What follows belongs to an exercise in optimizing a design on an open flow for small area; a production flow would make more cautious choices. Where RTL was checked, it was by simulation tests only, not by an equivalence proof against the original. Power figures rest on the tool's default switching activity, not on a simulated workload.

## run A
==> flow/design.v <==
package cnn_pkg;
  localparam int DATA_W = 16;
  localparam int COLS   = 11;
  localparam int ROWS   = 11;
endpackage
module grid_index_counter (
  input  logic clk,
  input  logic clear,
  input  logic advance,
  output logic last_idx
);
  localparam logic [6:0] IDX0 = 7'h01;   
  localparam logic [6:0] IDX1 = 7'h02;   
  localparam logic [6:0] IDXL = 7'h7f;   
  logic [6:0] idx;
  always_ff @(posedge clk) begin
    if (advance) idx <= clear ? IDX1 : {idx[5:0], idx[6] ^ idx[5]};
    else if (clear) idx <= IDX0;
  end
  assign last_idx = (idx == IDXL);
endmodule
module unflatten_stream #(
  parameter int DATA_W = cnn_pkg::DATA_W,
  parameter int COLS   = cnn_pkg::COLS,
  parameter int ROWS   = cnn_pkg::ROWS
) (
  input  logic                     clk,
  input  logic                     rst_n,
  input  logic                     start,
  input  logic                     in_valid,
  output logic                     in_ready,
  input  logic signed [DATA_W-1:0] in_data,
  input  logic                     in_last,
  output logic [COLS*ROWS*DATA_W-1:0] grid_out,
  output logic                     frame_valid,
  input  logic                     frame_ack,
  output logic                     busy,
  output logic                     len_err
);
  localparam int N  = COLS * ROWS;
  localparam int GW = N * DATA_W;
  logic fill_q;    
  logic hold_q;    
  logic accept;
  logic clear;
  logic last_idx;
  logic final_elem;
  assign in_ready    = fill_q;
  assign busy        = fill_q;
  assign frame_valid = hold_q;
  assign accept     = in_valid & fill_q;
  assign clear      = start & (~hold_q | frame_ack);
  assign final_elem = last_idx & ~start & (N != 1);
  grid_index_counter u_index (
    .clk      (clk),
    .clear    (clear),
    .advance  (accept),
    .last_idx (last_idx)
  );
  always_ff @(posedge clk or negedge rst_n) begin
    if (!rst_n) begin
      fill_q  <= 1'b0;
      hold_q  <= 1'b0;
      len_err <= 1'b0;
    end else if (fill_q) begin
      if (accept) begin
        if (final_elem) begin
          fill_q  <= 1'b0;
          hold_q  <= 1'b1;
          len_err <= len_err | ~in_last;
        end else if (in_last) begin
          fill_q  <= 1'b0;
          len_err <= 1'b1;
        end
      end
    end else if (hold_q) begin
      if (frame_ack) begin
        hold_q <= 1'b0;
        if (start) begin
          fill_q  <= 1'b1;
          len_err <= 1'b0;
        end
      end
    end else if (start) begin
      fill_q  <= 1'b1;
      len_err <= 1'b0;
    end
  end
  always_ff @(posedge clk) begin
    if (accept) grid_out <= {in_data, grid_out[GW-1:DATA_W]};
  end
endmodule
Settings: LEC_CHECK=0, CAP_MARGIN=20, CORE_AREA=5 5 715 715, DIE_AREA=0 0 720 720, PLACE_DENSITY=0.8, SLEW_MARGIN=20; clock period 5.0 ns.
standard.sh (not shown) runs the stock make flow with config.mk's settings and CLKGATE_MAP_FILE= SYNTH_SCRIPT=/design/flow/synth_recipe.tcl, a recipe that flattens the netlist after the stock synthesis.
==> flow/flow/run.sh <==
#!/bin/bash
# Standard layout, with the port buffers made from the smallest buffer cell and a clock
# tree of clkbuf_8 sink clusters without dummy loads.
set -euo pipefail
bash standard.sh \
  BUFFER_PORTS_ARGS="-buffer_cell sky130_fd_sc_hd__buf_1" \
  CTS_ARGS="-sink_clustering_enable -repair_clock_nets -dont_use_dummy_load -buf_list sky130_fd_sc_hd__clkbuf_8 -sink_clustering_size 20 -sink_clustering_max_diameter 60" \
  finish > standard.log 2>&1
--- input diff run A..run B ---
--- a/flow/design.v
+++ b/flow/design.v
@@ -2,23 +2,23 @@
   localparam int DATA_W = 16;
   localparam int COLS   = 11;
   localparam int ROWS   = 11;
 endpackage
-module grid_index_counter (
-  input  logic clk,
-  input  logic clear,
-  input  logic advance,
-  output logic last_idx
+module grid_index_counter #(
+  parameter  int N  = cnn_pkg::COLS * cnn_pkg::ROWS,
+  localparam int IW = (N > 1) ? $clog2(N) : 1
+) (
+  input  logic          clk,
+  input  logic          clear,
+  input  logic          advance,
+  output logic          last_idx
 );
-  localparam logic [6:0] IDX0 = 7'h01;   
-  localparam logic [6:0] IDX1 = 7'h02;   
-  localparam logic [6:0] IDXL = 7'h7f;   
-  logic [6:0] idx;
+  logic [IW-1:0] idx;
   always_ff @(posedge clk) begin
-    if (advance) idx <= clear ? IDX1 : {idx[5:0], idx[6] ^ idx[5]};
-    else if (clear) idx <= IDX0;
+    if (advance) idx <= clear ? IW'(1) : idx + 1'b1;
+    else if (clear) idx <= '0;
   end
-  assign last_idx = (idx == IDXL);
+  assign last_idx = ((idx & IW'(N - 1)) == IW'(N - 1));
 endmodule
 module unflatten_stream #(
   parameter int DATA_W = cnn_pkg::DATA_W,
   parameter int COLS   = cnn_pkg::COLS,
@@ -50,9 +50,11 @@
   assign frame_valid = hold_q;
   assign accept     = in_valid & fill_q;
   assign clear      = start & (~hold_q | frame_ack);
   assign final_elem = last_idx & ~start & (N != 1);
-  grid_index_counter u_index (
+  grid_index_counter #(
+    .N (N)
+  ) u_index (
     .clk      (clk),
     .clear    (clear),
     .advance  (accept),
     .last_idx (last_idx)
### Flow results
Between run A and run B, the difference in floorplan die height is negligible.
The higher pre-CTS setup slack of run A and run B is in run B.
The internal power contribution in run B sits 0.00046 W below the value recorded for run A.
[run B] number of hold buffers added after CTS fell 3 relative to run A
Compared with run A, run B improves final critical delay including setup and external delays.
Run B against run A: final critical-path setup slack now sits higher; final antenna-violating net count now sits at about the same level; proportion of synthesized chip area in sequential cells now sits at about the same level; routed wire length now sits lower; number of diodes now sits lower.
Function not checked in run A: the RTL went through the layout flow alone.

==> re-timing with driven ports <==
The results above use ideal ports. As a check the final layouts listed here were re-extracted and re-timed, cells and wires unchanged.
Step 1 (the two cells are an assumption about what drives the block):
set clk [get_ports {clk}]
set_driving_cell -lib_cell sky130_fd_sc_hd__clkbuf_16 $clk
set_driving_cell -lib_cell sky130_fd_sc_hd__buf_2 [delete_from_list [all_inputs] $clk]
Step 2, shift: input delay + t, output delay - t, t = (earliest + latest rising clock arrival at the registers) / 2. This alone moves slack from input paths to output paths.
Slacks: ideal / step 1 / step 2; pairs: ideal / step 1.
| run | t (ns) | setup slack, ns | worst register clock-pin slew, ns |
|---|---|---|---|
| run A | 0.977 | 1.934 / 1.857 / 1.734 | 0.12 / 0.12 |
| run B | 0.959 | 1.954 / 1.875 / 1.850 | 0.12 / 0.12 |
After both steps setup and hold are still met in every run listed. The setup slack of run A, which loses most, moves by -0.077 ns with the drivers and by -0.200 ns with both steps.
